Background: an optimization exercise with open tools, aiming at small area. Do not read the settings as production practice.
The RTL was checked by simulation tests, not by an equivalence proof against the original design.
Power and IR drop assume default switching activity.

Setup of the previous run:
==> flow/design.v <==
module rf_multiport #(
  parameter int unsigned DW      = 32,
  parameter int unsigned AW      = 5,
  parameter bit          ZERO_R0 = 1'b1,
  parameter logic [31:0] DBG_OFS = 32'h20
) (
  input  logic          clk,
  input  logic          rst,
  input  logic [AW-1:0] ra1,
  input  logic [AW-1:0] ra2,
  output logic [DW-1:0] rd1,
  output logic [DW-1:0] rd2,
  input  logic [AW-1:0] wa,
  input  logic [DW-1:0] wd,
  input  logic          we,
  input  logic          clr,
  output logic          busy,
  input  logic [AW-1:0] dbg_sel,
  output logic [DW-1:0] dbg_q
);
  localparam int unsigned Depth = 2 ** AW;    
  logic [AW:0] cnt_q;
  assign busy = cnt_q[AW];
  always_ff @(posedge clk) begin
    if (rst)       cnt_q <= '0;
    else if (busy) cnt_q <= cnt_q + 1'b1;
    else if (clr)  cnt_q <= {1'b1, {AW{1'b0}}};
  end
  logic             wr_en;
  logic [Depth-1:0] wsel;    
  logic [Depth-1:0] zsel;    
  logic [Depth-1:0] ld_n;
  logic [DW-1:0]    mem_q [Depth];
  assign wr_en = we && !busy && !rst;
  assign mem_q[0] = '0;
  assign wsel[0]  = 1'b0;
  assign zsel[0]  = 1'b0;
  assign ld_n[0]  = 1'b1;
  for (genvar i = 1; i < Depth; i++) begin : g_ent
    assign wsel[i] = wr_en && (wa == AW'(i));
    assign zsel[i] = rst || (busy && (cnt_q[AW-1:0] == AW'(i)));
    assign ld_n[i] = !(wsel[i] || zsel[i]);
    logic [DW-1:0] q, d;
    for (genvar b = 0; b < DW; b++) begin : g_bit
      rf_ao22 u_ld (.a1(wsel[i]), .a2(wd[b]), .b1(ld_n[i]), .b2(q[b]), .y(d[b]));
    end
    always_ff @(posedge clk) q <= d;
    assign mem_q[i] = q;
  end
  logic [Depth-1:0] s1, s2, sd;
  logic             b1, b2;
  for (genvar i = 0; i < Depth; i++) begin : g_sel
    assign s1[i] = (ra1 == AW'(i)) && !wsel[i];
    assign s2[i] = (ra2 == AW'(i)) && !wsel[i];
    assign sd[i] = (dbg_sel == AW'(i));
  end
  assign b1 = wr_en && (ra1 == wa) && (wa != '0);
  assign b2 = wr_en && (ra2 == wa) && (wa != '0);
  logic [DW-1:0] dr;
  for (genvar b = 0; b < DW; b++) begin : g_rd
    logic [Depth-1:0] m;
    for (genvar i = 0; i < Depth; i++) begin : g_m
      assign m[i] = mem_q[i][b];
    end
    rf_sel32 u_rd1 (.s(s1[Depth-1:1]), .m(m[Depth-1:1]), .sx(b1),   .mx(wd[b]), .y(rd1[b]));
    rf_sel32 u_rd2 (.s(s2[Depth-1:1]), .m(m[Depth-1:1]), .sx(b2),   .mx(wd[b]), .y(rd2[b]));
    rf_sel31 u_dbg (.s(sd[Depth-1:1]), .m(m[Depth-1:1]),                        .y(dr[b]));
  end
  assign dbg_q = dr + DW'(DBG_OFS);
endmodule
module rf_sel32 (
  input  logic [30:0] s,
  input  logic [30:0] m,
  input  logic        sx,
  input  logic        mx,
  output logic        y
);
  logic [11:0] g;
  for (genvar j = 0; j < 10; j++) begin : g_a
    rf_aoi222 u (.a1(s[3*j]), .a2(m[3*j]), .b1(s[3*j+1]), .b2(m[3*j+1]),
                 .c1(s[3*j+2]), .c2(m[3*j+2]), .y(g[j]));
  end
  rf_nand2 u_l (.a(s[30]), .b(m[30]), .y(g[10]));
  rf_nand2 u_x (.a(sx), .b(mx), .y(g[11]));
  rf_or12n u_o (.g(g), .y(y));
endmodule
module rf_sel31 (
  input  logic [30:0] s,
  input  logic [30:0] m,
  output logic        y
);
  logic [10:0] g;
  for (genvar j = 0; j < 10; j++) begin : g_a
    rf_aoi222 u (.a1(s[3*j]), .a2(m[3*j]), .b1(s[3*j+1]), .b2(m[3*j+1]),
                 .c1(s[3*j+2]), .c2(m[3*j+2]), .y(g[j]));
  end
  rf_nand2 u_l (.a(s[30]), .b(m[30]), .y(g[10]));
  rf_or11n u_o (.g(g), .y(y));
endmodule
module rf_or12n (
  input  logic [11:0] g,
  output logic        y
);
  logic [2:0] h;
  rf_nand4 u_0 (.a(g[0]), .b(g[1]), .c(g[2]),  .d(g[3]),  .y(h[0]));
  rf_nand4 u_1 (.a(g[4]), .b(g[5]), .c(g[6]),  .d(g[7]),  .y(h[1]));
  rf_nand4 u_2 (.a(g[8]), .b(g[9]), .c(g[10]), .d(g[11]), .y(h[2]));
  rf_or3   u_3 (.a(h[0]), .b(h[1]), .c(h[2]), .y(y));
endmodule
module rf_or11n (
  input  logic [10:0] g,
  output logic        y
);
  logic [2:0] h;
  rf_nand4 u_0 (.a(g[0]), .b(g[1]), .c(g[2]), .d(g[3]), .y(h[0]));
  rf_nand4 u_1 (.a(g[4]), .b(g[5]), .c(g[6]), .d(g[7]), .y(h[1]));
  rf_nand3 u_2 (.a(g[8]), .b(g[9]), .c(g[10]), .y(h[2]));
  rf_or3   u_3 (.a(h[0]), .b(h[1]), .c(h[2]), .y(y));
endmodule
module rf_ao22 (input logic a1, a2, b1, b2, output logic y);
  assign y = (a1 & a2) | (b1 & b2);
endmodule
module rf_aoi222 (input logic a1, a2, b1, b2, c1, c2, output logic y);
  assign y = !((a1 & a2) | (b1 & b2) | (c1 & c2));
endmodule
module rf_nand2 (input logic a, b, output logic y);
  assign y = !(a & b);
endmodule
module rf_nand3 (input logic a, b, c, output logic y);
  assign y = !(a & b & c);
endmodule
module rf_nand4 (input logic a, b, c, d, output logic y);
  assign y = !(a & b & c & d);
endmodule
module rf_or3 (input logic a, b, c, output logic y);
  assign y = a | b | c;
endmodule
export LEC_CHECK = 0
export CAP_MARGIN = 20
export CELL_PAD_IN_SITES_DETAIL_PLACEMENT = 1
export CELL_PAD_IN_SITES_GLOBAL_PLACEMENT = 1
export CORE_MARGIN = 2
export CORE_UTILIZATION = 40
export SLEW_MARGIN = 20
export SYNTH_HIERARCHICAL = 1
create_clock -name core_clock -period 10.0 [get_ports {clk}]
standard.sh (not shown) runs the stock make flow with config.mk's settings and CLKGATE_MAP_FILE= SYNTH_SCRIPT=/design/flow/synth_recipe.tcl, a recipe that flattens the netlist after the stock synthesis.
==> flow/flow/run.sh <==
#!/bin/bash
# The standard layout (standard synthesis included), with two changes:
# - the port buffers are the smallest buffer rather than the flow's default pick;
# - the clock tree uses small clock buffers in small sink clusters, without dummy loads.
# make's full output goes to flow_make.log here; each ORFS step logs under orfs/logs/.
set -euo pipefail
cd "$(dirname "$0")/.."
bash standard.sh \
  "BUFFER_PORTS_ARGS=-buffer_cell sky130_fd_sc_hd__buf_1" \
  "CTS_ARGS=-sink_clustering_enable -repair_clock_nets -dont_use_dummy_load -buf_list {sky130_fd_sc_hd__clkbuf_4 sky130_fd_sc_hd__clkbuf_8} -sink_clustering_size 16 -sink_clustering_max_diameter 50" \
  finish > flow_make.log 2>&1
Inputs modified between the previous run and the current run:
--- a/flow/design.v
+++ b/flow/design.v
@@ -27,19 +27,28 @@
     else if (clr)  cnt_q <= {1'b1, {AW{1'b0}}};
   end
   logic             wr_en;
-  logic [Depth-1:0] wsel;    
-  logic [Depth-1:0] zsel;    
+  logic [3:0]       wpa;      
+  logic [7:0]       wpb;      
+  logic [Depth-1:0] wsel;     
+  logic [Depth-1:0] wsel_n;
+  logic [Depth-1:0] zsel_n;   
   logic [Depth-1:0] ld_n;
   logic [DW-1:0]    mem_q [Depth];
   assign wr_en = we && !busy && !rst;
+  for (genvar j = 0; j < 4; j++) begin : g_wpa
+    assign wpa[j] = (wa[1:0] == 2'(j));
+  end
+  for (genvar j = 0; j < 8; j++) begin : g_wpb
+    assign wpb[j] = wr_en && (wa[4:2] == 3'(j));
+  end
   assign mem_q[0] = '0;
   assign wsel[0]  = 1'b0;
-  assign zsel[0]  = 1'b0;
-  assign ld_n[0]  = 1'b1;
+  assign wsel_n[0] = 1'b1;
   for (genvar i = 1; i < Depth; i++) begin : g_ent
-    assign wsel[i] = wr_en && (wa == AW'(i));
-    assign zsel[i] = rst || (busy && (cnt_q[AW-1:0] == AW'(i)));
-    assign ld_n[i] = !(wsel[i] || zsel[i]);
+    assign wsel_n[i] = !(wpa[i%4] && wpb[i/4]);
+    assign zsel_n[i] = !(rst || (busy && (cnt_q[AW-1:0] == AW'(i))));
+    rf_and2 u_ld  (.a(wpa[i%4]),  .b(wpb[i/4]),  .y(wsel[i]));
+    rf_and2 u_ldn (.a(wsel_n[i]), .b(zsel_n[i]), .y(ld_n[i]));
     logic [DW-1:0] q, d;
     for (genvar b = 0; b < DW; b++) begin : g_bit
       rf_ao22 u_ld (.a1(wsel[i]), .a2(wd[b]), .b1(ld_n[i]), .b2(q[b]), .y(d[b]));
@@ -47,15 +56,32 @@
     always_ff @(posedge clk) q <= d;
     assign mem_q[i] = q;
   end
+  logic [3:0]       pa1, pa2, pad;
+  logic [7:0]       pb1, pb2, pbd;
   logic [Depth-1:0] s1, s2, sd;
   logic             b1, b2;
-  for (genvar i = 0; i < Depth; i++) begin : g_sel
-    assign s1[i] = (ra1 == AW'(i)) && !wsel[i];
-    assign s2[i] = (ra2 == AW'(i)) && !wsel[i];
-    assign sd[i] = (dbg_sel == AW'(i));
+  for (genvar j = 0; j < 4; j++) begin : g_pa
+    assign pa1[j] = (ra1[1:0] == 2'(j));
+    assign pa2[j] = (ra2[1:0] == 2'(j));
+    assign pad[j] = (dbg_sel[1:0] == 2'(j));
   end
-  assign b1 = wr_en && (ra1 == wa) && (wa != '0);
-  assign b2 = wr_en && (ra2 == wa) && (wa != '0);
+  for (genvar j = 0; j < 8; j++) begin : g_pb
+    assign pb1[j] = (ra1[4:2] == 3'(j));
+    assign pb2[j] = (ra2[4:2] == 3'(j));
+    assign pbd[j] = (dbg_sel[4:2] == 3'(j));
+  end
+  for (genvar i = 1; i < Depth; i++) begin : g_sel
+    rf_and3 u_s1 (.a(pa1[i%4]), .b(pb1[i/4]), .c(wsel_n[i]), .y(s1[i]));
+    rf_and3 u_s2 (.a(pa2[i%4]), .b(pb2[i/4]), .c(wsel_n[i]), .y(s2[i]));
+    rf_and2 u_sd (.a(pad[i%4]), .b(pbd[i/4]),                .y(sd[i]));
+  end
+  assign s1[0] = 1'b0;
+  assign s2[0] = 1'b0;
+  assign sd[0] = 1'b0;
+  logic wr_nz;
+  assign wr_nz = wr_en && (wa != '0);
+  rf_and2 u_b1 (.a(wr_nz), .b(ra1 == wa), .y(b1));
+  rf_and2 u_b2 (.a(wr_nz), .b(ra2 == wa), .y(b2));
   logic [DW-1:0] dr;
   for (genvar b = 0; b < DW; b++) begin : g_rd
     logic [Depth-1:0] m;
@@ -123,6 +149,12 @@
 module rf_aoi222 (input logic a1, a2, b1, b2, c1, c2, output logic y);
   assign y = !((a1 & a2) | (b1 & b2) | (c1 & c2));
 endmodule
+module rf_and2 (input logic a, b, output logic y);
+  assign y = a & b;
+endmodule
+module rf_and3 (input logic a, b, c, output logic y);
+  assign y = a & b & c;
+endmodule
 module rf_nand2 (input logic a, b, output logic y);
   assign y = !(a & b);
 endmodule
Changes observed in the current run relative to the previous run: flip-flop and latch share of the layout cell area saw an increase, worst setup slack now sits higher, post-synthesis instance area now sits higher.
Between the previous run and the current run, cell count after synthesis increased.
NOTE largest net degree at the start of global routing the previous run->the current run decreased by a few percent
The current run vs. the previous run: maximum frequency +9.2 MHz; number of cell instances on the worst register-to-register path lost 1; XOR/XNOR share of the synthesized area held; power after layout now sits lower; met3 layer wire length in the routed design increased 7.4%.
Going from the previous run to the current run, post-synthesis adder-cell area fraction ~0 delta, die footprint +740 µm², design area -about 2.5%.
For the current run, the launch point of the worst path was rst, unlike the previous run, where it was dbg_sel[0].

[afterwards: timing with drivers on the ports]
The flow's constraints put no driver on any port. The routed layouts listed below were extracted and timed again, unchanged, in two steps.
Step 1 (the two cells are an assumption about what drives the block):
set clk [get_ports {clk}]
set_driving_cell -lib_cell sky130_fd_sc_hd__clkbuf_16 $clk
set_driving_cell -lib_cell sky130_fd_sc_hd__buf_2 [delete_from_list [all_inputs] $clk]
Step 2 moves the port delays by t, midway between the first and last clock arrival at a register: inputs arrive t later, outputs are due t later. That takes back most of the time a late clock gives input paths.
Slacks: ideal ports / drivers / drivers and shift; pairs: ideal ports / drivers.
| run | t (ns) | slack for setup (ns) | clock arrival spread, ns |
|---|---|---|---|
| the previous run | 0.896 | 1.028 / 0.947 / 0.947 | 0.108 / 0.108 |
| the current run | 0.899 | 1.712 / 1.689 / 1.689 | 0.102 / 0.102 |
After both steps setup and hold are still met in every run listed. The setup slack of the previous run, which loses most, moves by -0.081 ns with the drivers and by -0.081 ns with both steps.
